This is an optimization exercise on Yosys and OpenROAD, whose aim is small area, not a production implementation. Only simulation tests tie the RTL to the original design; equivalence was not proved. Power figures rest on the tool's default switching activity, not on a simulated workload.

<file path="flow/run.sh">
#!/bin/bash
# Own layout flow:
#   1. the standard synthesis (standard.sh), unchanged;
#   2. its combinational logic re-mapped by ABC for area (the flip-flops, their
#      names and cell types are kept exactly as the standard synthesis made them);
#   3. the standard layout of that netlist, with the smallest buffer on ports.
# Each tool's full output goes to a log file in the work folder.
set -euo pipefail
W=$(pwd)
R=$W/orfs/results/$FLOW_PLATFORM/t2mi_pps_top/base
YOSYS=$FLOW_HOME/../tools/install/yosys/bin/yosys
command -v yosys >/dev/null 2>&1 && YOSYS=$(command -v yosys)
LIB=$FLOW_HOME/platforms/$FLOW_PLATFORM/lib/sky130_fd_sc_hd__tt_025C_1v80.lib

bash standard.sh synth > flow_synth.log 2>&1
cp $R/1_2_yosys.v $W/std_synth.v

DU=$(sed -n '/DONT_USE_CELLS/,/^$/p' $FLOW_HOME/platforms/$FLOW_PLATFORM/config.mk \
     | grep -o 'sky130_fd_sc_hd__[a-z0-9_]*' | sed 's/^/-dont_use /' | tr '\n' ' ')
sed -e "s|@LIB@|$LIB|g" -e "s|@DU@|$DU|g" -e "s|@IN@|$W/std_synth.v|g" \
    -e "s|@OUT@|$W/remap_synth.v|g" -e "s|@ABC@|$W/flow/area.abc|g" \
    -e "s|@TOP@|$FLOW_TOP|g" flow/remap.ys > remap.ys
$YOSYS -l flow_remap.log -q remap.ys > /dev/null 2>&1

cp $W/remap_synth.v $R/1_2_yosys.v
touch $R/1_2_yosys.v
rm -f $R/1_synth.odb $R/1_synth.sdc

export BUFFER_PORTS_ARGS="-buffer_cell sky130_fd_sc_hd__buf_1"
bash standard.sh finish > flow_layout.log 2>&1
</file>
<file path="flow/area.abc">
strash
balance
rewrite
refactor
balance
rewrite
rewrite -z
balance
refactor -z
rewrite -z
balance
dch -f
amap
topo
</file>
<file path="flow/remap.ys">
# Re-map the standard synthesis's combinational logic for area.
read_liberty -ignore_miss_func -ignore_miss_dir @LIB@
read_verilog @IN@
hierarchy -top @TOP@
# flip-flops and tie cells stay as they are
setattr -mod -set keep_hierarchy 1 sky130_fd_sc_hd__df* sky130_fd_sc_hd__edf* sky130_fd_sc_hd__conb_1
flatten
opt_clean
abc -liberty @LIB@ @DU@ -script @ABC@
opt_clean -purge
hilomap -singleton -hicell sky130_fd_sc_hd__conb_1 HI -locell sky130_fd_sc_hd__conb_1 LO
splitnets
opt_clean -purge
blackbox sky130_fd_sc_hd__*
tee -o @OUT@.stat stat -liberty @LIB@
write_verilog -noattr -nohex -nodec @OUT@
</file>
<file path="standard.sh">
#!/bin/bash
# synth_recipe.tcl (not shown) runs the flow's synth.tcl, then flattens the netlist and writes it again
# the make line also repeats each setting of config.mk as NAME=value (left out here)
make -C /OpenROAD-flow-scripts/flow DESIGN_CONFIG=/design/flow/config.mk WORK_HOME=/design/flow/orfs CLKGATE_MAP_FILE= SYNTH_SCRIPT=/design/flow/synth_recipe.tcl "${@:-finish}"
</file>
<file path="config.mk">
export PLATFORM = sky130hd
export DESIGN_NAME = t2mi_pps_top
export DESIGN_NICKNAME = t2mi_pps_top
export VERILOG_FILES = /design/flow/design.v
export SDC_FILE = /design/flow/constraint.sdc
export NUM_CORES = 4
export LEC_CHECK = 0
export CAP_MARGIN = 20
export CORE_MARGIN = 2
export CORE_UTILIZATION = 40
export CTS_BUF_LIST = sky130_fd_sc_hd__clkbuf_8
export CTS_CLUSTER_SIZE = 50
export SLEW_MARGIN = 20
</file>
<file path="constraint.sdc">
create_clock -name core_clock -period 10.0 [get_ports {clk_100mhz}]
set_input_delay 2.0000 -clock core_clock [delete_from_list [all_inputs] [get_ports {clk_100mhz}]]
set_output_delay 2.0000 -clock core_clock [all_outputs]
set_load 0.01 [all_outputs]
</file>
<file path="design.v">
`timescale 1ns/1ps
module t2mi_pps_top #(
    parameter int ticks_per_second = 100_000
) (
    input  logic        clk_100mhz,
    input  logic        rst_n_sync,
    input  logic        t2mi_valid,
    input  logic [7:0]  t2mi_data,
    input  logic        t2mi_sync,
    input  logic        ext_pps_in,
    input  logic [26:0] cable_delay,
    input  logic [26:0] antenna_delay,
    output logic        pps_out,
    output logic [39:0] time_seconds,
    output logic [26:0] time_subseconds,
    output logic        time_valid,
    output logic        sync_locked,
    output logic        ext_pps_locked,
    output logic [1:0]  active_source,
    output logic [7:0]  parser_error_count,
    output logic        led_sync,
    output logic        led_pps,
    output logic        led_error,
    output logic        led_ext_pps
);
    localparam int TPS = ticks_per_second;
    localparam int TW  = 17;                   
    localparam int SW  = TW + 2;                
    localparam int PW  = 17;                   
    localparam logic [1:0] ST_IDLE = 2'd0, ST_HDR = 2'd1, ST_PAY = 2'd2, ST_CRC = 2'd3;
    logic [1:0]  st;
    logic [12:0] cnt;       
    logic        rem;       
    logic        ts;        
    logic        lock1;     
    logic        f1, sv;    
    wire byte_in  = t2mi_valid && !t2mi_sync;
    wire sync_in  = t2mi_valid && t2mi_sync;
    wire pay_last = (cnt[12:1] == '0) && !(cnt[0] && rem);
    wire len_zero = (cnt[12:5] == '0) && (t2mi_data == '0);
    wire ts_len   = (cnt[12:5] == '0) && (t2mi_data >= 8'd81) && (t2mi_data <= 8'd88);
    logic [7:0]  err_inc;
    logic [8:0]  err_cy;
    logic [12:0] cnt_dec;
    logic [13:0] cnt_bw;
    always_comb begin
        err_cy[0] = 1'b1;
        for (int i = 0; i < 8; i++) begin
            err_inc[i]  = parser_error_count[i] ^ err_cy[i];
            err_cy[i+1] = parser_error_count[i] & err_cy[i];
        end
        cnt_bw[0] = 1'b1;
        for (int i = 0; i < 13; i++) begin
            cnt_dec[i]  = cnt[i] ^ cnt_bw[i];
            cnt_bw[i+1] = !cnt[i] & cnt_bw[i];
        end
    end
    always_ff @(posedge clk_100mhz or negedge rst_n_sync) begin
        if (!rst_n_sync) begin
            st                 <= ST_IDLE;
            lock1              <= 1'b0;
            sync_locked        <= 1'b0;
            parser_error_count <= '0;
        end else if (sync_in) begin
            if (st != ST_IDLE) begin
                if (!err_cy[8]) parser_error_count <= err_inc;
                sync_locked <= 1'b0;
                lock1       <= 1'b0;
            end
            st <= ST_HDR;
        end else if (byte_in) begin
            case (st)
                ST_HDR: if (cnt[2:0] == 3'd5) st <= len_zero ? ST_CRC : ST_PAY;
                ST_PAY: if (pay_last) st <= ST_CRC;
                ST_CRC: if (cnt[1:0] == 2'd3) begin
                    st <= ST_IDLE;
                    if (lock1) sync_locked <= 1'b1;
                    lock1 <= 1'b1;
                end
                default: ;
            endcase
        end
    end
    always_ff @(posedge clk_100mhz) begin
        if (sync_in) begin
            cnt[2:0] <= 3'd1;
            ts       <= (t2mi_data == 8'h20);
        end else if (byte_in) begin
            case (st)
                ST_HDR: begin
                    cnt[2:0] <= cnt[2:0] + 1'b1;
                    if (cnt[2:0] == 3'd4) cnt[12:5] <= t2mi_data;
                    if (cnt[2:0] == 3'd5) begin
                        cnt[4:0] <= {t2mi_data[7:4], t2mi_data[3] | (ts && ts_len)};
                        rem      <= (t2mi_data[2:0] != '0) && !(ts && ts_len);
                        ts       <= ts && ts_len;
                    end
                end
                ST_PAY: begin
                    if (pay_last) cnt[1:0] <= 2'd0;
                    else          cnt      <= cnt_dec;
                end
                ST_CRC: cnt[1:0] <= cnt[1:0] + 1'b1;
                default: ;
            endcase
        end
    end
    wire ts_byte = byte_in && (st == ST_PAY) && ts;
    logic [39:0]   st_sec;
    logic [TW-1:0] st_sub;
    logic          st_hi_ok;    
    always_ff @(posedge clk_100mhz) begin
        if (ts_byte) begin
            if (cnt[3:0] >= 4'd6) st_sec <= {st_sec[31:0], t2mi_data};
            if (cnt[3:0] == 4'd5) st_hi_ok <= (t2mi_data == '0);
            if (cnt[3:0] == 4'd4) begin
                st_hi_ok      <= st_hi_ok && (t2mi_data[7:6] == '0);
                st_sub[16:11] <= t2mi_data[5:0];
            end
            if (cnt[3:0] == 4'd3) st_sub[10:3] <= t2mi_data;
            if (cnt[3:0] == 4'd2) st_sub[2:0]  <= t2mi_data[7:5];
        end
    end
    always_ff @(posedge clk_100mhz or negedge rst_n_sync) begin
        if (!rst_n_sync) begin
            f1 <= 1'b0;
            sv <= 1'b0;
        end else begin
            f1 <= ts_byte && (cnt[3:0] == 4'd1);
            sv <= f1;
        end
    end
    localparam logic [SW-1:0] T1 = SW'(TPS);
    localparam logic [SW-1:0] T2 = SW'(2 * TPS);
    logic [TW-1:0] tsub;
    logic          t2mi_pps;
    logic          sub_lt;
    always_comb begin
        sub_lt = 1'b0;    
        for (int i = 0; i < TW; i++)
            sub_lt = T1[i] ? (!st_sub[i] || sub_lt) : (!st_sub[i] && sub_lt);
    end
    wire stamp_ok = sv && st_hi_ok && sub_lt;
    logic [SW-1:0] sum;
    logic [TW:0]   cs_c;    
    logic [TW-1:0] cs_s;
    logic [SW:0]   rc;
    always_comb begin
        cs_c[0] = 1'b0;
        for (int i = 0; i < TW; i++) begin
            cs_s[i]   = st_sub[i] ^ cable_delay[i] ^ antenna_delay[i];
            cs_c[i+1] = (st_sub[i] & cable_delay[i]) | (st_sub[i] & antenna_delay[i]) |
                        (cable_delay[i] & antenna_delay[i]);
        end
        rc[0] = 1'b0;
        for (int i = 0; i < SW; i++) begin
            logic a, b;
            a = (i < TW) ? cs_s[i] : 1'b0;
            b = (i <= TW) ? cs_c[i] : 1'b0;
            sum[i]  = a ^ b ^ rc[i];
            rc[i+1] = (a & b) | (a & rc[i]) | (b & rc[i]);
        end
    end
    logic [SW-1:0] d1, d2;
    logic          b1, b2;
    always_comb begin
        b1 = 1'b0;
        b2 = 1'b0;
        for (int i = 0; i < SW; i++) begin
            d1[i] = sum[i] ^ T1[i] ^ b1;
            d2[i] = sum[i] ^ T2[i] ^ b2;
            b1 = T1[i] ? (!sum[i] || b1) : (!sum[i] && b1);
            b2 = T2[i] ? (!sum[i] || b2) : (!sum[i] && b2);
        end
    end
    wire          ge1    = !b1;
    wire          ge2    = !b2;
    wire [TW-1:0] load_t = ge2 ? d2[TW-1:0] : ge1 ? d1[TW-1:0] : sum[TW-1:0];
    wire [1:0]    load_c = {ge2, ge1 && !ge2};
    wire          wrap   = (tsub == TW'(TPS - 1));    
    wire [39:0] sec_base = stamp_ok ? st_sec : time_seconds;
    wire [1:0]  sec_inc  = stamp_ok ? load_c : {1'b0, wrap};
    logic [39:0] sec_next;
    logic [40:0] sec_cy;
    logic        c2;
    logic [4:0]  blk_cin;
    always_comb begin
        sec_next[0] = sec_base[0] ^ sec_inc[0];
        sec_cy[1]   = sec_base[0] & sec_inc[0];
        sec_next[1] = sec_base[1] ^ sec_inc[1] ^ sec_cy[1];
        c2          = (sec_base[1] & sec_inc[1]) | (sec_base[1] & sec_cy[1]) | (sec_inc[1] & sec_cy[1]);
        blk_cin[0]  = c2;
        for (int k = 1; k < 5; k++)
            blk_cin[k] = blk_cin[k-1] & (&sec_base[8*k-6 +: 8]);
        sec_cy = '0;
        for (int i = 2; i < 40; i++) begin
            if ((i - 2) % 8 == 0) sec_cy[i] = blk_cin[(i - 2) / 8];
            sec_next[i]  = sec_base[i] ^ sec_cy[i];
            sec_cy[i+1]  = sec_base[i] & sec_cy[i];
        end
    end
    logic [TW-1:0] tsub_inc;
    logic [TW:0]   tsub_cy;
    always_comb begin
        tsub_cy[0] = time_valid;
        for (int i = 0; i < TW; i++) begin
            tsub_inc[i]  = tsub[i] ^ tsub_cy[i];
            tsub_cy[i+1] = tsub[i] & tsub_cy[i];
        end
    end
    always_ff @(posedge clk_100mhz or negedge rst_n_sync) begin
        if (!rst_n_sync) begin
            time_seconds <= '0;
            tsub         <= '0;
            time_valid   <= 1'b0;
            t2mi_pps     <= 1'b0;
        end else begin
            time_seconds <= sec_next;
            tsub         <= stamp_ok ? load_t : wrap ? '0 : tsub_inc;
            time_valid   <= time_valid || stamp_ok;
            t2mi_pps     <= !stamp_ok && wrap;
        end
    end
    assign time_subseconds = 27'(tsub);
    localparam int LO = TPS - 16;
    localparam int HI = TPS + 16;
    logic          s1, s2, s3, ext_pulse;
    logic [PW-1:0] pcnt;        
    logic          have_ref, good_once;
    localparam logic [PW-1:0] PLO = PW'(LO);
    logic [PW-1:0] pcnt_inc;
    logic [PW:0]   pcnt_cy;
    logic          p_lt;
    always_comb begin
        pcnt_cy[0] = 1'b1;
        p_lt       = 1'b0;    
        for (int i = 0; i < PW; i++) begin
            pcnt_inc[i]  = pcnt[i] ^ pcnt_cy[i];
            pcnt_cy[i+1] = pcnt[i] & pcnt_cy[i];
            p_lt         = PLO[i] ? (!pcnt[i] || p_lt) : (!pcnt[i] && p_lt);
        end
    end
    wire p_over = (pcnt == PW'(HI + 1));
    wire p_ok   = !p_lt && !p_over;
    always_ff @(posedge clk_100mhz) begin
        pcnt <= ext_pulse ? PW'(1) : pcnt_inc;
    end
    always_ff @(posedge clk_100mhz or negedge rst_n_sync) begin
        if (!rst_n_sync) begin
            s1             <= 1'b0;
            s2             <= 1'b0;
            s3             <= 1'b0;
            ext_pulse      <= 1'b0;
            have_ref       <= 1'b0;
            good_once      <= 1'b0;
            ext_pps_locked <= 1'b0;
        end else begin
            s1        <= ext_pps_in;
            s2        <= s1;
            s3        <= s2;
            ext_pulse <= s2 && !s3;
            if (ext_pulse) begin
                have_ref <= 1'b1;
                if (have_ref) begin
                    if (p_ok) begin
                        if (good_once) ext_pps_locked <= 1'b1;
                        good_once <= 1'b1;
                    end else begin
                        good_once      <= 1'b0;
                        ext_pps_locked <= 1'b0;
                    end
                end
            end else if (have_ref && p_over) begin
                have_ref       <= 1'b0;
                good_once      <= 1'b0;
                ext_pps_locked <= 1'b0;
            end
        end
    end
    logic [7:0] stretch;
    logic [7:0] str_dec;
    logic [8:0] str_bw;      
    always_comb begin
        str_bw[0] = 1'b1;
        for (int i = 0; i < 8; i++) begin
            str_dec[i]  = stretch[i] ^ str_bw[i];
            str_bw[i+1] = !stretch[i] & str_bw[i];
        end
    end
    always_ff @(posedge clk_100mhz or negedge rst_n_sync) begin
        if (!rst_n_sync) begin
            active_source <= 2'd0;
            pps_out       <= 1'b0;
            stretch       <= '0;
        end else begin
            active_source <= (time_valid && sync_locked) ? 2'd1 : ext_pps_locked ? 2'd2 : 2'd0;
            pps_out       <= (active_source == 2'd1) ? t2mi_pps :
                             (active_source == 2'd2) ? ext_pulse : 1'b0;
            if (pps_out)         stretch <= 8'd255;
            else if (!str_bw[8]) stretch <= str_dec;
        end
    end
    assign led_pps     = !str_bw[8];
    assign led_error   = (parser_error_count != '0) || (active_source == 2'd2);
    assign led_sync    = sync_locked;
    assign led_ext_pps = ext_pps_locked;
endmodule
</file>
==> impl_metrics.env, run 1 <==
export IMPL_status="finished clean"
export IMPL_nFillCells=2130
export IMPL_arrival_ns=9.36
export IMPL_dp_hpwl_um=15540
export IMPL_path_clk_slew_ns=0.12
export IMPL_min_period_ns=8.989
export IMPL_pwr_share_seq_pct=51.3
export IMPL_p_switching_uw=547.7
export IMPL_final_setup_tns_ns=0
export IMPL_r2r_end="time_seconds[39]"
export IMPL_reg2reg_slack_ns=2.36
export IMPL_setup_viol=0
export IMPL_tightest_slew_ns=0.6708
export IMPL_portBuffers=121
export IMPL_path_buf_inv=4
export IMPL_gr_total_overflow=0
export IMPL_cp_end_kind="register"
export IMPL_avgRoutedWirePerCell_um=14.64
export IMPL_antenna_found_initial=0
export IMPL_initial_core_util_pct=40.47
export IMPL_p_int_mw=1.143
export IMPL_multi_input_area_mm2=0.003769
export IMPL_drt_vias_per_instance=5.271
export IMPL_hold_ws_ns=0.3554
export IMPL_fin_skew_ns=0.02666
export IMPL_wirelength_um=21000
export IMPL_clock_path_buffers=2
export IMPL_relSlewSlack_pct=55.12
export IMPL_antennaDiodeCount=0
export IMPL_grt_pass1_vias=7010
export IMPL_num_rows=54
export IMPL_gp_congestion=0.8888
export IMPL_max_stage_delay_ns=0.37
export IMPL_syn_cell_area_mm2=0.008777
export IMPL_layout_drive_gt1_share_pct=5.373
export IMPL_cts_tree="built"
export IMPL_fin_crit_sh_pct=89.89
export IMPL_num_io_pins=152
export IMPL_via_count=7559
export IMPL_slowest_stage="or3_1"
export IMPL_crit_type="primary input to register"
export IMPL_power_density_mw_per_mm2=165.7
export IMPL_grt_pass1_wl_um=34130
export IMPL_min_path_type="register to register"
export IMPL_die_area_mm2=0.02314
export IMPL_clockPowerShare_pct=29.6
export IMPL_critPathMaxFanout=4
export IMPL_track_usage_pct=18.07
export IMPL_drt_drc_violations_left=0
export IMPL_switching_share_pct=32.40
export IMPL_die_x_um=152.1
export IMPL_final_nets=1208
export IMPL_cp_num_cells=49
export IMPL_final_hold_viol_count=0
export IMPL_finalPower_mw=1.691
export IMPL_r2r_start="st_sub[0]"
export IMPL_dr_pass1_iters=5
export IMPL_path_delay_family="simple AND/OR/NAND/NOR gates"
export IMPL_antenna_left=0
export IMPL_endpoint="time_seconds[39]"
export IMPL_required_ns=10.37
export IMPL_layout_setup_ws_ns=1.011
export IMPL_final_seq_area_mm2=0.004780
export IMPL_cp_startpoint="cable_delay[1]"
export IMPL_coreArea_mm2=0.02169
export IMPL_cts_max_level=4
export IMPL_post_place_ws_ns=0.1023
export IMPL_insertion_delay_ns=0.48
export IMPL_ys_warn_count=1
export IMPL_layout_common_cells="nor2_1, buf_1, nand2_1"
export IMPL_area_growth_pct=16.22
export IMPL_synth_cells=980
export IMPL_cap_violations=0
export IMPL_ir_drop_mv=0.1733
export IMPL_fmax_mhz=111.2
export IMPL_maxSlewViolCount=0
export IMPL_final_common_cell="nor2_1"
export IMPL_cts_hold_buf=0
export IMPL_reg2regPathDepth=48
export IMPL_drt_iter0_markers=471
export IMPL_cp_start_kind="primary input"
export IMPL_grt_max_degree=57
export IMPL_cts_sinks=181
export IMPL_numCtsBuffers=17
export IMPL_die_h_um=152.1
export IMPL_synth_area_per_cell_um2=8.956
export IMPL_fin_util_pct=47.03
export IMPL_root_buffer="clkbuf_8"
export IMPL_p_leak_nw=3.649
export IMPL_combinationalPowerShare_pct=19.1
[worst min path at each step]
stage	from	to	slack, ns	cells after the start
finish	f1	sv	0.36	0
global placement	s1	s2	0.33	0
floorplan	s1	s2	0.33	0
global route	s1	s2	0.37	0
CTS	f1	sv	0.36	0
detailed placement	f1	sv	0.33	0
[sequential cells by signal (all words and copies together), names as in the netlist, 2 cells and up]
name                count
stretch                 8
st_sec                 40
parser_error_count      8
active_source           2
st_sub                 17
time_seconds           40
pcnt                   17
st                      2
cnt                    13
tsub                   17
[metal layers]
layer	global-route usage (%)	routed length (µm)
met1	24.83	10150
met2	29.56	9753
met3	3.214	842
met4	5.118	252
met5	0	0
[worst register-to-register path: cells and delay by family, from the launching register on]
family / cells / cell delay [ns]
simple gates: 27 / 4.22
compound gates: 18 / 2.57
flops: 1 / 0.45
buf+inv: 3 / 0.29
[stage by stage]
| stage | instance area [µm²] | std cells |
|---|---|---|
| global placement | 9732 | 1402 |
| CTS | 10130 | 1434 |
| floorplan | 8811 | 989 |
| global route | 10200 | 1434 |
| detailed placement | 9732 | 1402 |
| finish | 10200 | 1434 |
[power by group through the flow]
stage | Combinational (mW) | Sequential [mW] | Clock [mW]
finish | 0.323 | 0.867 | 0.500
detailed placement | 0.317 | 0.883 | 0
CTS | 0.318 | 0.867 | 0.514
global placement | 0.314 | 0.884 | 0
floorplan | 0.205 | 0.887 | 0
global route | 0.369 | 0.874 | 0.543
[area by class of cell]
cell class | instances | area share, %
inverters | 94 | 3.459
well taps | 280 | 3.434
flip-flops and latches | 181 | 46.85
repair buffers | 133 | 5.372
multi-input cells | 714 | 36.94
clock buffers | 17 | 2.294
clock inverters | 15 | 1.644
[what timing repair did]
action	in CTS	in global routing
buffers inserted	0	0
resized for setup	0	21
setup endpoints to repair	0	19
==> inputs of run 2 (changes only) <==
--- a/design.v
+++ b/design.v
@@ -38,3 +38,3 @@
     wire sync_in  = t2mi_valid && t2mi_sync;
-    wire pay_last = (cnt[12:1] == '0) && !(cnt[0] && rem);
+    wire pay_last = (ts || (cnt[12:4] == '0)) && (cnt[3:1] == '0) && !(cnt[0] && rem);
     wire len_zero = (cnt[12:5] == '0) && (t2mi_data == '0);
@@ -99,4 +99,10 @@
                 ST_PAY: begin
-                    if (pay_last) cnt[1:0] <= 2'd0;
-                    else          cnt      <= cnt_dec;
+                    if (pay_last)  cnt[1:0] <= 2'd0;
+                    else if (ts)   cnt[3:0] <= cnt_dec[3:0];
+                    else           cnt      <= cnt_dec;
+                    if (ts) begin
+                        if (cnt[3:0] == 4'd5) cnt[4]    <= (t2mi_data == '0);
+                        if (cnt[3:0] == 4'd4) cnt[4]    <= cnt[4] && (t2mi_data[7:6] == '0);
+                        if (cnt[3:0] == 4'd3) cnt[12:5] <= t2mi_data;
+                    end
                 end
@@ -109,4 +115,6 @@
     logic [39:0]   st_sec;
-    logic [TW-1:0] st_sub;
-    logic          st_hi_ok;    
+    logic [16:11]  st_sub_hi;
+    logic [2:0]    st_sub_lo;
+    wire  [TW-1:0] st_sub   = {st_sub_hi, cnt[12:5], st_sub_lo};
+    wire           st_hi_ok = cnt[4];    
     always_ff @(posedge clk_100mhz) begin
@@ -114,9 +122,4 @@
             if (cnt[3:0] >= 4'd6) st_sec <= {st_sec[31:0], t2mi_data};
-            if (cnt[3:0] == 4'd5) st_hi_ok <= (t2mi_data == '0);
-            if (cnt[3:0] == 4'd4) begin
-                st_hi_ok      <= st_hi_ok && (t2mi_data[7:6] == '0);
-                st_sub[16:11] <= t2mi_data[5:0];
-            end
-            if (cnt[3:0] == 4'd3) st_sub[10:3] <= t2mi_data;
-            if (cnt[3:0] == 4'd2) st_sub[2:0]  <= t2mi_data[7:5];
+            if (cnt[3:0] == 4'd4) st_sub_hi <= t2mi_data[5:0];
+            if (cnt[3:0] == 4'd2) st_sub_lo <= t2mi_data[7:5];
         end
@@ -227,22 +230,21 @@
     logic          s1, s2, s3, ext_pulse;
-    logic [PW-1:0] pcnt;        
     logic          have_ref, good_once;
-    localparam logic [PW-1:0] PLO = PW'(LO);
-    logic [PW-1:0] pcnt_inc;
-    logic [PW:0]   pcnt_cy;
-    logic          p_lt;
-    always_comb begin
-        pcnt_cy[0] = 1'b1;
-        p_lt       = 1'b0;    
-        for (int i = 0; i < PW; i++) begin
-            pcnt_inc[i]  = pcnt[i] ^ pcnt_cy[i];
-            pcnt_cy[i+1] = pcnt[i] & pcnt_cy[i];
-            p_lt         = PLO[i] ? (!pcnt[i] || p_lt) : (!pcnt[i] && p_lt);
-        end
-    end
-    wire p_over = (pcnt == PW'(HI + 1));
-    wire p_ok   = !p_lt && !p_over;
+    localparam logic [16:0] L_SEED = 17'h00001;   
+    localparam logic [16:0] L_LOM1 = 17'h13887;   
+    localparam logic [16:0] L_HI   = 17'h08cac;   
+    localparam logic [16:0] L_OVER = 17'h11958;   
+    logic [16:0] lfsr;
+    logic        win;
     always_ff @(posedge clk_100mhz) begin
-        pcnt <= ext_pulse ? PW'(1) : pcnt_inc;
+        if (ext_pulse) begin
+            lfsr <= L_SEED;
+            win  <= 1'b0;
+        end else begin
+            lfsr <= {lfsr[15:0], lfsr[16] ^ lfsr[13]};
+            if (lfsr == L_LOM1)    win <= 1'b1;
+            else if (lfsr == L_HI) win <= 1'b0;
+        end
     end
+    wire p_over = (lfsr == L_OVER);
+    wire p_ok   = win;
     always_ff @(posedge clk_100mhz or negedge rst_n_sync) begin
==> impl_metrics.env, run 2 <==
export IMPL_finalPower_mw=1.721
export IMPL_cts_tree="built"
export IMPL_coreArea_mm2=0.02089
export IMPL_reg_top3="st_sec: 40 flops, time_seconds: 40 flops"
export IMPL_insertion_delay_ns=0.45
export IMPL_tightest_slew_ns=0.7247
export IMPL_die_area_mm2=0.02231
export IMPL_grt_pass1_wl_um=34170
export IMPL_die_x_um=149.4
export IMPL_clockPowerShare_pct=28.7
export IMPL_min_period_ns=9.081
export IMPL_place_area_mm2=0.009499
export IMPL_numCtsBuffers=17
export IMPL_syn_cell_area_mm2=0.008451
export IMPL_initial_core_util_pct=40.46
export IMPL_cp_start_kind="primary input"
export IMPL_required_ns=10.34
export IMPL_clock_path_buffers=2
export IMPL_multi_input_area_mm2=0.003637
export IMPL_p_switching_uw=564.1
export IMPL_switching_share_pct=32.77
export IMPL_layout_drive_gt1_share_pct=6.201
export IMPL_crit_type="primary input to register"
export IMPL_power_density_mw_per_mm2=172.8
export IMPL_area_growth_pct=17.92
export IMPL_grt_pass1_vias=6736
export IMPL_pwr_share_seq_pct=49.3
export IMPL_relSlewSlack_pct=51.69
export IMPL_drt_vias_per_instance=5.203
export IMPL_dp_hpwl_um=16070
export IMPL_num_rows=53
export IMPL_fin_crit_sh_pct=90.81
export IMPL_num_io_pins=152
export IMPL_fin_skew_ns=0.01307
export IMPL_design_area_mm2=0.009965
export IMPL_cts_hold_buf=0
export IMPL_cts_sinks=173
export IMPL_layout_common_cells="nor2_1, buf_1, clkinv_1"
export IMPL_status="finished clean"
export IMPL_cap_violations=0
export IMPL_final_nets=1199
export IMPL_p_int_mw=1.157
export IMPL_wirelength_um=21250
export IMPL_fmax_mhz=110.1
export IMPL_grt_max_degree=77
export IMPL_antenna_left=0
export IMPL_min_path_type="register to register"
export IMPL_synth_cells=957
export IMPL_maxSlewViolCount=0
export IMPL_nFillCells=2041
export IMPL_dr_pass1_iters=4
export IMPL_via_count=7388
export IMPL_final_seq_area_mm2=0.004529
export IMPL_final_hold_viol_count=0
export IMPL_critPathMaxFanout=3
export IMPL_setup_viol=0
export IMPL_die_h_um=149.4
export IMPL_antenna_found_initial=0
export IMPL_gp_congestion=0.9024
export IMPL_arrival_ns=9.42
export IMPL_cp_end_kind="register"
export IMPL_gr_total_overflow=0
export IMPL_synth_area_per_cell_um2=8.830
export IMPL_max_stage_delay_ns=0.28
export IMPL_combinationalPowerShare_pct=22.0
export IMPL_portBuffers=121
export IMPL_drt_drc_violations_left=0
export IMPL_crit_path_frequent_cell="nor2_1"
export IMPL_drt_iter0_markers=314
export IMPL_p_leak_nw=3.594
export IMPL_ys_warn_count=1
export IMPL_cts_max_level=4
export IMPL_ir_drop_mv=0.09600
export IMPL_root_buffer="clkbuf_8"
export IMPL_track_usage_pct=19.62
export IMPL_antennaDiodeCount=0
export IMPL_path_clk_slew_ns=0.09
export IMPL_avgRoutedWirePerCell_um=14.96
export IMPL_slowest_stage="o21ai_1"
export IMPL_final_common_cell="nor2_1"
==> run 2: layout make-up <==
cell class,count,area share (%)
well taps,275,3.453
inverters,107,4.031
multi-input cells,686,36.50
clock inverters,15,1.620
repair buffers,147,6.592
flip-flops and latches,173,45.45
clock buffers,17,2.348
==> run 2: stage by stage <==
step / utilization [%] / TNS (ns) / setup WS (ns) / instances / hold slack [ns]
2_1_floorplan: - / 0 / 0.4646 / 966 / 0.3312
3_3_place_gp: 45.47 / 0 / 0.008390 / 1387 / 0.3336
3_5_place_dp: 45.47 / -0.1558 / -0.09788 / 1387 / 0.3441
4_1_cts: 47.37 / 0 / 0.3279 / 1419 / 0.3656
5_1_grt: 47.70 / -0.1305 / -0.07648 / 1420 / 0.3769
6_report: 47.70 / 0 / 0.9192 / 1420 / 0.3657
==> run 2: power by group through the flow <==
stage	Clock, mW	Sequential [mW]	Combinational (mW)
after global routing	0.541	0.862	0.432
after floorplan	0	0.866	0.242
after detailed placement	0	0.866	0.373
after global placement	0	0.864	0.369
after CTS	0.508	0.850	0.375
final	0.494	0.849	0.378
==> run 2: worst paths after layout <==
check                               startpoint              end  slack [ns]  cells after the start
worst max-delay path            cable_delay[1]  time_seconds[9]        0.92                     57
worst min-delay path                        f1               sv        0.37                      0
worst max register to register    st_sub_lo[0]  time_seconds[9]        2.39                     55
worst min register to register              f1               sv        0.37                      0
max in group asynchronous           rst_n_sync  time_seconds[1]        7.62                      2
min in group asynchronous           rst_n_sync       stretch[4]        1.41                      1
==> run 2: what timing repair did <==
action / in CTS / in global routing
buffers inserted: 0 / 1
gates resized for setup: 0 / 17
endpoints found under the hold margin: 0 / 0
setup endpoints to repair: 0 / 27
==> run 2: critical path, delay by kind of cell <==
kind | cells | cell delay, ns
and+or+nand+nor | 25 | 3.23
buffers and inverters | 17 | 1.78
AOI/OAI and AO/OA | 15 | 2.42
==> run 2: layer usage <==
layer  vias up  wire, µm  track usage, %
met5         -         0               0
met4         0       318           6.048
li1       3854         -               -
met2       118     10180           31.63
met3        20       698           3.119
met1      3396     10050           27.25
==> inputs of run 3 (changes only) <==
--- a/flow/run.sh
+++ b/flow/run.sh
@@ -29,2 +29,4 @@
 export BUFFER_PORTS_ARGS="-buffer_cell sky130_fd_sc_hd__buf_1"
+export SKIP_REPAIR_TIE_FANOUT=1
+export CTS_ARGS="-sink_clustering_enable -repair_clock_nets -sink_clustering_size 50 -buf_list sky130_fd_sc_hd__clkbuf_8 -dont_use_dummy_load"
 bash standard.sh finish > flow_layout.log 2>&1
==> impl_metrics.env, run 3 <==
export IMPL_cts_tree="built"
export IMPL_min_period_ns=8.965
export IMPL_ys_warn_count=1
export IMPL_grt_pass1_wl_um=33840
export IMPL_required_ns=10.30
export IMPL_layout_drive_gt1_share_pct=5.719
export IMPL_num_io_pins=152
export IMPL_avgRoutedWirePerCell_um=15.19
export IMPL_rsz0062_at_grt="false"
export IMPL_crit_path_frequent_cell="nor2_1"
export IMPL_numCtsBuffers=17
export IMPL_final_cells=1394
export IMPL_syn_cell_area_mm2=0.008451
export IMPL_root_buffer="clkbuf_8"
export IMPL_hold_ws_ns=0.3579
export IMPL_cts_resized=0
export IMPL_cts_hold_buf=0
export IMPL_die_area_mm2=0.02231
export IMPL_layout_common_cells="nor2_1, buf_1, clkinv_1"
export IMPL_drt_drc_violations_left=0
export IMPL_synth_cells=957
export IMPL_min_path_type="register to register"
export IMPL_cap_violations=0
export IMPL_gr_total_overflow=0
export IMPL_cp_end_kind="register"
export IMPL_grt_max_degree=77
export IMPL_fmax_mhz=111.5
export IMPL_cts_max_level=4
export IMPL_fin_crit_sh_pct=89.65
export IMPL_dp_hpwl_um=16110
export IMPL_critPathMaxFanout=3
export IMPL_coreArea_mm2=0.02089
export IMPL_cp_start_kind="primary input"
export IMPL_crit_type="primary input to register"
export IMPL_grt_pass1_vias=6659
export IMPL_final_hold_viol_count=0
export IMPL_fin_skew_ns=0.03644
export IMPL_wirelength_um=21170
export IMPL_max_stage_delay_ns=0.27
export IMPL_area_growth_pct=15.75
export IMPL_die_h_um=149.4
export IMPL_num_rows=53
export IMPL_cts_sinks=173
export IMPL_antenna_found_initial=1
export IMPL_reg_top3="st_sec: 40 flops, time_seconds: 40 flops"
export IMPL_path_clk_slew_ns=0.09
export IMPL_relSlewSlack_pct=50.75
export IMPL_setup_viol=0
export IMPL_p_leak_nw=3.470
export IMPL_slowest_stage="o21ai_1"
export IMPL_maxSlewViolCount=0
export IMPL_status="finished clean"
export IMPL_die_x_um=149.4
export IMPL_dp_cells=1376
export IMPL_power_density_mw_per_mm2=162.9
export IMPL_antennaDiodeCount=0
export IMPL_clock_path_buffers=2
export IMPL_dr_pass1_iters=5
export IMPL_insertion_delay_ns=0.45
export IMPL_ir_drop_mv=0.09410
export IMPL_drt_vias_per_instance=5.314
export IMPL_via_count=7408
export IMPL_tightest_slew_ns=0.7387
export IMPL_post_cts_buffers=0
export IMPL_track_usage_pct=19.44
export IMPL_final_common_cell="nor2_1"
export IMPL_initial_core_util_pct=40.46
export IMPL_arrival_ns=9.27
export IMPL_portBuffers=121
export IMPL_antenna_left=0
export IMPL_final_nets=1188
export IMPL_gp_congestion=0.8878
export IMPL_drt_iter0_markers=325
export IMPL_synth_area_per_cell_um2=8.830
## run 3: power by group
group	switching, mW	internal [mW]	total, mW
Clock	0.214	0.150	0.364
Combinational	0.242	0.138	0.380
Sequential	0.0565	0.793	0.849
## run 3: worst paths after layout
check	start	endpoint	slack, ns	cells after the start
min in group asynchronous	rst_n_sync	stretch[5]	1.42	1
worst max register to register	st_sub_lo[0]	time_seconds[9]	2.52	53
worst min register to register	s1	s2	0.36	0
worst max-delay path	cable_delay[1]	time_seconds[9]	1.03	57
max in group asynchronous	rst_n_sync	sv	7.57	2
worst min-delay path	s1	s2	0.36	0
## run 3: metrics by stage
step / cell area [µm²] / util (%) / total power [mW] / setup slack [ns] / setup TNS [ns]
floorplan: 8451 / - / 1.108 / 0.4646 / 0
global placement: 9450 / 45.24 / 1.233 / -0.02374 / -0.02374
detailed placement: 9450 / 45.24 / 1.238 / -0.1391 / -0.3831
CTS: 9684 / 46.36 / 1.603 / 0.2591 / 0
global route: 9782 / 46.83 / 1.697 / 0.03582 / 0
finish: 9782 / 46.83 / 1.594 / 1.035 / 0
## run 3: area by class of cell
class	instances	area [µm²]
Clock buffer	17	234.0
Tap cell	275	344.1
Timing Repair Buffer	145	654.4
Inverter	107	401.6
Fill cell	2093	11110
Sequential cell	173	4529
Multi-Input combinational cell	677	3618
## run 3: worst max-delay path, delay by kind of cell
kind / cells / cell delay (ns)
AOI/OAI and AO/OA: 20 / 2.88
and+or+nand+nor: 25 / 3.18
buffers and inverters: 12 / 1.22
## run 3: layer usage
metal / track usage [%] / part of all wire (%)
met1: 27.12 / 47
met2: 31.24 / 48
met3: 3.303 / 4.2
met4: 5.571 / 1.3
met5: 0 / 0
==> inputs of run 4 (changes only) <==
--- a/design.v
+++ b/design.v
@@ -146,2 +146,6 @@
     wire stamp_ok = sv && st_hi_ok && sub_lt;
+    wire [TW-1:0] add_x = stamp_ok ? st_sub : tsub;
+    wire [TW-1:0] add_y = stamp_ok ? cable_delay[TW-1:0] : '0;
+    wire [TW-1:0] add_z = stamp_ok ? antenna_delay[TW-1:0] : '0;
+    wire          add_c = !stamp_ok && time_valid;
     logic [SW-1:0] sum;
@@ -153,7 +157,6 @@
         for (int i = 0; i < TW; i++) begin
-            cs_s[i]   = st_sub[i] ^ cable_delay[i] ^ antenna_delay[i];
-            cs_c[i+1] = (st_sub[i] & cable_delay[i]) | (st_sub[i] & antenna_delay[i]) |
-                        (cable_delay[i] & antenna_delay[i]);
+            cs_s[i]   = add_x[i] ^ add_y[i] ^ add_z[i];
+            cs_c[i+1] = (add_x[i] & add_y[i]) | (add_x[i] & add_z[i]) | (add_y[i] & add_z[i]);
         end
-        rc[0] = 1'b0;
+        rc[0] = add_c;
         for (int i = 0; i < SW; i++) begin
@@ -180,7 +183,5 @@
     wire          ge2    = !b2;
-    wire [TW-1:0] load_t = ge2 ? d2[TW-1:0] : ge1 ? d1[TW-1:0] : sum[TW-1:0];
-    wire [1:0]    load_c = {ge2, ge1 && !ge2};
-    wire          wrap   = (tsub == TW'(TPS - 1));    
+    wire [TW-1:0] tsub_next = ge2 ? d2[TW-1:0] : ge1 ? d1[TW-1:0] : sum[TW-1:0];
     wire [39:0] sec_base = stamp_ok ? st_sec : time_seconds;
-    wire [1:0]  sec_inc  = stamp_ok ? load_c : {1'b0, wrap};
+    wire [1:0]  sec_inc  = {ge2, ge1 && !ge2};
     logic [39:0] sec_next;
@@ -204,11 +205,2 @@
     end
-    logic [TW-1:0] tsub_inc;
-    logic [TW:0]   tsub_cy;
-    always_comb begin
-        tsub_cy[0] = time_valid;
-        for (int i = 0; i < TW; i++) begin
-            tsub_inc[i]  = tsub[i] ^ tsub_cy[i];
-            tsub_cy[i+1] = tsub[i] & tsub_cy[i];
-        end
-    end
     always_ff @(posedge clk_100mhz or negedge rst_n_sync) begin
@@ -221,5 +213,5 @@
             time_seconds <= sec_next;
-            tsub         <= stamp_ok ? load_t : wrap ? '0 : tsub_inc;
+            tsub         <= tsub_next;
             time_valid   <= time_valid || stamp_ok;
-            t2mi_pps     <= !stamp_ok && wrap;
+            t2mi_pps     <= !stamp_ok && ge1;    
         end
==> impl_metrics.env, run 4 <==
export IMPL_layout_drive_gt1_share_pct=8.925
export IMPL_root_buffer="clkbuf_8"
export IMPL_antenna_left=0
export IMPL_reg_top3="st_sec: 40 flops, time_seconds: 40 flops"
export IMPL_grt_pass1_vias=6320
export IMPL_status="finished clean"
export IMPL_synth_area_per_cell_um2=9.123
export IMPL_num_rows=52
export IMPL_maxSlewViolCount=0
export IMPL_antenna_found_initial=0
export IMPL_layout_setup_ws_ns=0.9295
export IMPL_gr_total_overflow=0
export IMPL_max_stage_delay_ns=0.29
export IMPL_area_growth_pct=17.44
export IMPL_grt_pass1_wl_um=31600
export IMPL_via_count=6897
export IMPL_critPathMaxFanout=8
export IMPL_syn_cell_area_mm2=0.008119
export IMPL_final_setup_tns_ns=0
export IMPL_cts_sinks=173
export IMPL_p_leak_nw=3.363
export IMPL_wl_met2_um=9461
export IMPL_cts_tree="built"
export IMPL_path_buf_inv=4
export IMPL_multi_input_area_mm2=0.003565
export IMPL_cp_num_cells=62
export IMPL_wirelength_um=19580
export IMPL_fin_skew_ns=0.03318
export IMPL_final_hold_viol_count=0
export IMPL_clock_path_buffers=2
export IMPL_reg2regPathDepth=65
export IMPL_met3_wirelength_um=810
export IMPL_cp_start_kind="primary input"
export IMPL_min_period_ns=9.070
export IMPL_die_h_um=146.5
export IMPL_post_place_ws_ns=0.1616
export IMPL_layout_common_cells="nor2_1, buf_1, nand2_1, dfrtp_1, a21oi_1"
export IMPL_numCtsBuffers=17
export IMPL_coreArea_mm2=0.02010
export IMPL_die_area_mm2=0.02145
export IMPL_die_x_um=146.5
export IMPL_slowest_stage="nor4_4"
export IMPL_tightest_slew_ns=0.9465
export IMPL_relSlewSlack_pct=36.61
export IMPL_ys_warn_count=1
export IMPL_cp_end_kind="register"
export IMPL_min_path_type="register to register"
export IMPL_final_nets=1111
export IMPL_drt_drc_violations_left=0
export IMPL_drt_vias_per_instance=5.257
export IMPL_wl_met1_um=9158
export IMPL_design_area_mm2=0.009535
export IMPL_avgRoutedWirePerCell_um=14.92
export IMPL_path_clk_slew_ns=0.10
export IMPL_path_delay_family="simple AND/OR/NAND/NOR gates"
export IMPL_num_io_pins=152
export IMPL_antennaDiodeCount=0
export IMPL_arrival_ns=9.45
export IMPL_dr_pass1_iters=5
export IMPL_setup_viol=0
export IMPL_crit_type="primary input to register"
export IMPL_drt_iter0_markers=419
export IMPL_power_density_mw_per_mm2=179.5
export IMPL_holdPathStages=0
export IMPL_cts_max_level=4
export IMPL_portBuffers=121
export IMPL_fin_crit_sh_pct=90.70
export IMPL_place_area_mm2=0.009220
export IMPL_dp_hpwl_um=14720
export IMPL_highest_layer="met4"
export IMPL_crit_path_frequent_cell="nor2_1"
export IMPL_initial_core_util_pct=40.38
export IMPL_fmax_mhz=110.2
export IMPL_final_seq_area_mm2=0.004529
export IMPL_synth_cells=890
export IMPL_track_usage_pct=18.45
export IMPL_final_common_cell="nor2_1"
export IMPL_nFillCells=1947
export IMPL_cap_violations=0
export IMPL_grt_max_degree=58
export IMPL_fin_util_pct=47.43
export IMPL_insertion_delay_ns=0.45
export IMPL_gp_congestion=0.8735
export IMPL_required_ns=10.38
export IMPL_ir_drop_mv=0.08147
-- run 4: worst reg2reg max path, delay by kind of cell (launching register included) --
kind            cells  cell delay (ns)
simple gates       44             5.34
compound gates     17             2.50
buf+inv             4             0.55
flops               1             0.43
-- run 4: area by class of cell --
class / instances / area share, %
Timing Repair Buffer: 135 / 5.905
Tap cell: 270 / 3.543
Sequential cell: 173 / 47.50
Clock buffer: 17 / 2.454
Inverter: 77 / 3.215
Multi-Input combinational cell: 640 / 37.38
-- run 4: final timing paths --
kind                       slack [ns]             start               end
setup / recovery                 0.93  antenna_delay[1]  time_seconds[33]
hold / removal                   0.35                f1                sv
setup reg to reg                 1.14            cnt[8]  time_seconds[33]
hold reg to reg                  0.35                f1                sv
max in group asynchronous        7.28        rst_n_sync   time_seconds[1]
min in group asynchronous        1.54        rst_n_sync        stretch[6]
-- run 4: per-stage QoR --
| step | hold WS (ns) | power, mW | cells |
|---|---|---|---|
| final | 0.3515 | 1.712 | 1312 |
| after global routing | 0.3580 | 1.827 | 1312 |
| after CTS | 0.3541 | 1.720 | 1310 |
| after detailed placement | 0.3387 | 1.351 | 1293 |
| after global placement | 0.3346 | 1.343 | 1293 |
| after floorplan | 0.3312 | 1.205 | 890 |
-- run 4: layer usage --
layer / GRT usage (%) / vias to the layer above
li1: - / 3574
met1: 25.29 / 3160
met2: 30.50 / 152
met3: 3.844 / 11
met4: 3.835 / 0
met5: 0 / -
-- run 4: what timing repair did --
| action | CTS | global route |
|---|---|---|
| hold buffers | 0 | 0 |
| resized for setup | 0 | 18 |
| setup buffers | 0 | 2 |
| endpoints found under the setup margin | 0 | 14 |
-- run 4: power by group --
part	total (mW)	switching, mW	internal [mW]
clock	0.367	0.217	0.151
sequential	0.892	0.0743	0.818
combinational	0.452	0.291	0.161
==> inputs of run 5 (changes only) <==
--- a/config.mk
+++ b/config.mk
@@ -12,2 +12,3 @@
 export CTS_CLUSTER_SIZE = 50
+export PLACE_DENSITY = 0.5
 export SLEW_MARGIN = 20
==> impl_metrics.env, run 5 <==
export IMPL_layout_drive_gt1_share_pct=8.405
export IMPL_initial_core_util_pct=40.38
export IMPL_ir_drop_mv=0.08166
export IMPL_fin_crit_sh_pct=90.07
export IMPL_required_ns=10.35
export IMPL_antenna_found_initial=0
export IMPL_grt_pass1_wl_um=34160
export IMPL_nFillCells=2024
export IMPL_via_count=6968
export IMPL_avgRoutedWirePerCell_um=15.80
export IMPL_maxSlewViolCount=0
export IMPL_cp_startpoint="antenna_delay[1]"
export IMPL_cp_start_kind="primary input"
export IMPL_place_area_mm2=0.009243
export IMPL_critPathMaxFanout=3
export IMPL_coreArea_mm2=0.02010
export IMPL_setup_viol=0
export IMPL_cts_tree="built"
export IMPL_antenna_left=0
export IMPL_drt_drc_violations_left=0
export IMPL_track_usage_pct=19.97
export IMPL_numCtsBuffers=17
export IMPL_drt_iter0_markers=323
export IMPL_dr_pass1_iters=5
export IMPL_max_stage_delay_ns=0.35
export IMPL_synth_area_per_cell_um2=9.123
export IMPL_final_common_cell="nor2_1"
export IMPL_synth_cells=890
export IMPL_antennaDiodeCount=0
export IMPL_arrival_ns=9.36
export IMPL_portBuffers=121
export IMPL_root_buffer="clkbuf_8"
export IMPL_final_hold_viol_count=0
export IMPL_die_h_um=146.5
export IMPL_tightest_slew_ns=1.036
export IMPL_fin_skew_ns=0.03505
export IMPL_design_area_mm2=0.009513
export IMPL_dp_hpwl_um=15450
export IMPL_status="finished clean"
export IMPL_final_nets=1116
export IMPL_num_rows=52
export IMPL_hold_ws_ns=0.3627
export IMPL_cts_max_level=4
export IMPL_cap_violations=0
export IMPL_area_growth_pct=17.17
export IMPL_path_clk_slew_ns=0.10
export IMPL_crit_type="primary input to register"
export IMPL_p_leak_nw=3.360
export IMPL_grt_pass1_vias=6618
export IMPL_reg2reg_slack_ns=1.20
export IMPL_crit_path_frequent_cell="nor2_1"
export IMPL_fmax_mhz=111.0
export IMPL_reg_top3="st_sec: 40 flops, time_seconds: 40 flops"
export IMPL_hp_start="s1"
export IMPL_die_area_mm2=0.02145
export IMPL_min_period_ns=9.007
export IMPL_r2r_start="st_sub_hi[14]"
export IMPL_cp_end_kind="register"
export IMPL_r2r_end="time_seconds[25]"
export IMPL_drt_vias_per_instance=5.291
export IMPL_gp_congestion=0.8331
export IMPL_relSlewSlack_pct=30.43
export IMPL_gr_total_overflow=0
export IMPL_min_path_type="register to register"
export IMPL_syn_cell_area_mm2=0.008119
export IMPL_worstHoldEndpoint="s2"
export IMPL_layout_common_cells="nor2_1, buf_1, nand2_1, dfrtp_1, a21oi_1"
export IMPL_die_x_um=146.5
export IMPL_wirelength_um=20810
export IMPL_finalPower_mw=1.716
export IMPL_reg2regPathDepth=61
export IMPL_cts_sinks=173
export IMPL_ys_warn_count=1
export IMPL_power_density_mw_per_mm2=180.3
export IMPL_slowest_stage="nor4_2"
export IMPL_grt_max_degree=60
export IMPL_rsz0062_at_grt="false"
export IMPL_holdPathStages=0
export IMPL_clock_path_buffers=2
export IMPL_insertion_delay_ns=0.46
export IMPL_num_io_pins=152
## run 5: how the worst max path moves through the flow
stage,slack [ns],cells after the start,endpoint
after floorplan,-0.65,63,time_seconds[33]
after global placement,0.50,60,time_seconds[33]
after detailed placement,0.43,61,time_seconds[33]
after CTS,0.89,61,time_seconds[33]
after global routing,0.002,61,time_seconds[33]
final,0.99,60,time_seconds[25]
## run 5: report_power, final
group / total (mW) / switching (mW) / internal, mW
Sequential: 0.897 / 0.0790 / 0.818
Clock: 0.372 / 0.221 / 0.150
Combinational: 0.447 / 0.285 / 0.162
## run 5: what timing repair did
item | in CTS | in global routing
resized for setup | 0 | 1
setup buffers | 0 | 4
setup endpoints to repair | 0 | 3
hold buffers | 0 | 0
## run 5: worst max-delay path: cells and delay by family
kind            cells  cell delay [ns]
compound gates     19             2.57
buf+inv             5             0.48
simple gates       36             4.30
## run 5: stage by stage
step	setup slack (ns)	TNS, ns	cells	utilization [%]
2_1_floorplan	-0.6522	-9.175	890	-
4_1_cts	0.8870	0	1313	47.14
3_3_place_gp	0.4988	0	1296	45.97
3_5_place_dp	0.4255	0	1296	45.97
5_1_grt	0.002306	0	1317	47.32
6_report	0.9932	0	1317	47.32
## run 5: final cells by class
| class | count | area [µm²] | area share, % |
|---|---|---|---|
| flip-flops and latches | 173 | 4529 | 47.61 |
| multi-input cells | 640 | 3506 | 36.85 |
| clock buffers | 17 | 234.0 | 2.460 |
| well taps | 270 | 337.8 | 3.551 |
| repair buffers | 140 | 600.6 | 6.313 |
| inverters | 77 | 305.3 | 3.209 |
## run 5: routing by layer
metal	share of wire [%]	wire [µm]	vias up	GRT usage, %
met4	1.7	349	0	5.485
met2	47	9687	157	32.59
met5	0	0	-	0
li1	-	-	3574	-
met1	47	9846	3216	27.28
met3	4.5	927	21	3.969
==> inputs of run 6 (changes only) <==
--- a/flow/run.sh
+++ b/flow/run.sh
@@ -2,7 +2,11 @@
 # Own layout flow:
-#   1. the standard synthesis (standard.sh), unchanged;
-#   2. its combinational logic re-mapped by ABC for area (the flip-flops, their
-#      names and cell types are kept exactly as the standard synthesis made them);
-#   3. the standard layout of that netlist, with the smallest buffer on ports.
-# Each tool's full output goes to a log file in the work folder.
+#   1. the standard synthesis (standard.sh synth), unchanged;
+#   2. its combinational logic re-mapped by ABC for area (flow/remap.ys,
+#      flow/area.abc); the flip-flops, their names and cell types stay exactly
+#      as the standard synthesis made them;
+#   3. the standard layout of that netlist (standard.sh finish), with the
+#      smallest buffer (buf_1) on every port, one tie cell for the constant
+#      outputs instead of one per output, and clock tree synthesis without
+#      dummy load cells.
+# Each tool's full output goes to a log file of its own in the work folder.
 set -euo pipefail
--- a/flow/area.abc
+++ b/flow/area.abc
@@ -11,2 +11,19 @@
 balance
+resub -K 6
+rewrite
+resub -K 6 -N 2
+refactor
+resub -K 8
+balance
+resub -K 8 -N 2
+rewrite
+resub -K 10
+rewrite -z
+resub -K 10 -N 2
+balance
+resub -K 12
+refactor -z
+resub -K 12 -N 2
+rewrite -z
+balance
 dch -f
--- a/config.mk
+++ b/config.mk
@@ -12,3 +12,2 @@
 export CTS_CLUSTER_SIZE = 50
-export PLACE_DENSITY = 0.5
 export SLEW_MARGIN = 20
==> impl_metrics.env, run 6 <==
export IMPL_gr_total_overflow=0
export IMPL_path_clk_slew_ns=0.08
export IMPL_dp_hpwl_um=14080
export IMPL_initial_core_util_pct=41.00
export IMPL_cp_end_kind="register"
export IMPL_post_place_ws_ns=0.04176
export IMPL_min_period_ns=9.128
export IMPL_grt_pass1_vias=6397
export IMPL_maxSlewViolCount=0
export IMPL_crit_type="primary input to register"
export IMPL_final_cells=1297
export IMPL_antenna_found_initial=0
export IMPL_fmax_mhz=109.6
export IMPL_die_h_um=145.5
export IMPL_die_x_um=145.5
export IMPL_dr_pass1_iters=4
export IMPL_via_count=6807
export IMPL_cts_hold_buf=0
export IMPL_max_stage_delay_ns=0.25
export IMPL_final_setup_tns_ns=0
export IMPL_cp_startpoint="cable_delay[0]"
export IMPL_cts_max_level=4
export IMPL_cap_violations=0
export IMPL_reg_top3="st_sec: 40 flops, time_seconds: 40 flops"
export IMPL_grt_max_degree=67
export IMPL_cts_sinks=173
export IMPL_antenna_left=0
export IMPL_avgRoutedWirePerCell_um=14.84
export IMPL_portBuffers=121
export IMPL_final_common_cell="nor2_1"
export IMPL_relSlewSlack_pct=33.22
export IMPL_hold_ws_ns=0.3448
export IMPL_status="finished clean"
export IMPL_p_leak_nw=3.328
export IMPL_layout_common_cells="nor2_1, buf_1, a21oi_1"
export IMPL_tightest_slew_ns=0.9925
export IMPL_track_usage_pct=18.39
export IMPL_nFillCells=1912
export IMPL_required_ns=10.33
export IMPL_clock_path_buffers=2
export IMPL_num_rows=51
export IMPL_grt_pass1_wl_um=31460
export IMPL_slowest_stage="nor3b_2"
export IMPL_gp_congestion=0.8918
export IMPL_numCtsBuffers=17
export IMPL_syn_cell_area_mm2=0.008005
export IMPL_dp_cells=1278
export IMPL_layout_drive_gt1_share_pct=7.267
export IMPL_cts_tree="built"
export IMPL_r2r_start="cnt[7]"
export IMPL_drt_iter0_markers=316
export IMPL_synth_cells=870
export IMPL_crit_path_frequent_cell="nor2_1"
export IMPL_area_growth_pct=16.77
export IMPL_drt_vias_per_instance=5.248
export IMPL_power_density_mw_per_mm2=188.5
export IMPL_insertion_delay_ns=0.45
export IMPL_num_io_pins=152
export IMPL_layout_setup_ws_ns=0.8721
export IMPL_arrival_ns=9.46
export IMPL_critPathMaxFanout=4
export IMPL_root_buffer="clkbuf_8"
export IMPL_coreArea_mm2=0.01953
export IMPL_min_path_type="register to register"
export IMPL_fin_skew_ns=0.02837
export IMPL_drt_drc_violations_left=0
export IMPL_ir_drop_mv=0.09261
export IMPL_setup_viol=0
export IMPL_hp_start="f1"
export IMPL_die_area_mm2=0.02116
export IMPL_final_nets=1101
export IMPL_ys_warn_count=1
export IMPL_antennaDiodeCount=0
export IMPL_fin_crit_sh_pct=91.28
export IMPL_final_hold_viol_count=0
export IMPL_synth_area_per_cell_um2=9.201
export IMPL_wirelength_um=19250
export IMPL_cp_start_kind="primary input"
-- run 6: changes by cell type in the layout (fill, tap and decap cells not counted), moves of 4 or more --
cell,before,now
nor2_4,9,0
buf_4,19,24
a31oi_1,10,6
clkinv_2,9,1
o221ai_1,4,0
and2_0,6,1
a211oi_1,1,6
nor2_1,129,133
nand2_1,91,75
clkinv_1,66,73
nor2_2,15,20
a21oi_1,85,94
nor2b_1,10,16
-- run 6: routing by layer --
| metal | GRT usage [%] | up-vias | share of wire [%] |
|---|---|---|---|
| met2 | 30.88 | 132 | 49 |
| li1 | - | 3492 | - |
| met1 | 24.38 | 3171 | 47 |
| met5 | 0 | - | 0 |
| met4 | 4.363 | 0 | 0.82 |
| met3 | 4.138 | 12 | 3.8 |
-- run 6: report_power, final --
part | internal [mW] | total (mW) | switching, mW
clock | 0.150 | 0.364 | 0.214
sequential | 0.831 | 0.916 | 0.0855
combinational | 0.175 | 0.482 | 0.306
-- run 6: what timing repair did --
| action | in CTS | in global routing |
|---|---|---|
| gates resized for setup | 0 | 8 |
| endpoints found under the setup margin | 0 | 20 |
| setup buffers | 0 | 2 |
-- run 6: per-stage QoR --
step | util (%) | total power, mW | cell area (µm²)
after floorplan | - | 1.250 | 8110
after global routing | 47.87 | 1.886 | 9348
after global placement | 46.45 | 1.404 | 9070
final | 47.87 | 1.762 | 9348
after CTS | 47.65 | 1.775 | 9304
after detailed placement | 46.45 | 1.412 | 9070
-- run 6: final timing paths --
| kind | end | slack (ns) | depth (start not counted) |
|---|---|---|---|
| max in group asynchronous | tsub[12] | 7.27 | 2 |
| worst min-delay path | sv | 0.34 | 0 |
| worst max-delay path | time_seconds[33] | 0.87 | 59 |
| worst max register to register | time_seconds[33] | 1.02 | 61 |
| min in group asynchronous | time_seconds[39] | 1.55 | 1 |
| worst min register to register | sv | 0.34 | 0 |
-- run 6: cell type report --
type	count	area, µm²	share of cell area (%)
clock buffer	17	234.0	2.503
multi-input combinational	622	3332	35.64
timing repair buffer	145	638.1	6.826
sequential	173	4529	48.45
tap	265	331.6	3.547
inverter	75	282.8	3.025
-- run 6: worst max-delay path, delay by kind of cell --
kind | cells | cell delay, ns
AND/OR/NAND/NOR | 35 | 4.15
AO/OA/AOI/OAI | 21 | 3.00
buffers and inverters | 3 | 0.28

-- port drivers added, routing unchanged --
Ports are ideal in the flow. The routed layouts listed here were re-timed in OpenROAD.
Step 1, drivers: a clkbuf_16 drives clk_100mhz and a buf_2 each remaining input, both assumed.
Step 2 adds t to the input delays and takes it off the output delays; t is the mean of the earliest and latest rising clock arrival at the registers after step 1. Input paths then give back, and output paths get back, about the clock's delay inside the block.
Three values: ideal, step 1, step 2; two values: the first two.
run	shift t [ns]	setup WS [ns]	hold WS [ns]	slew at the worst register clock pin (ns)
run 1	0.506	1.011 / 1.032 / 0.527	0.355 / 0.355 / 0.355	0.12 / 0.12
run 2	0.486	0.919 / 0.939 / 0.453	0.366 / 0.366 / 0.366	0.10 / 0.10
run 3	0.470	1.035 / 1.050 / 0.580	0.358 / 0.358 / 0.358	0.09 / 0.09
run 4	0.475	0.930 / 0.941 / 0.466	0.352 / 0.352 / 0.352	0.10 / 0.10
run 5	0.488	0.993 / 1.004 / 0.516	0.363 / 0.363 / 0.363	0.10 / 0.10
run 6	0.475	0.872 / 0.890 / 0.415	0.345 / 0.345 / 0.345	0.10 / 0.10
After both steps setup and hold are still met in every run listed. The setup slack of run 1, which loses most, moves by +0.021 ns with the drivers and by -0.484 ns with both steps.
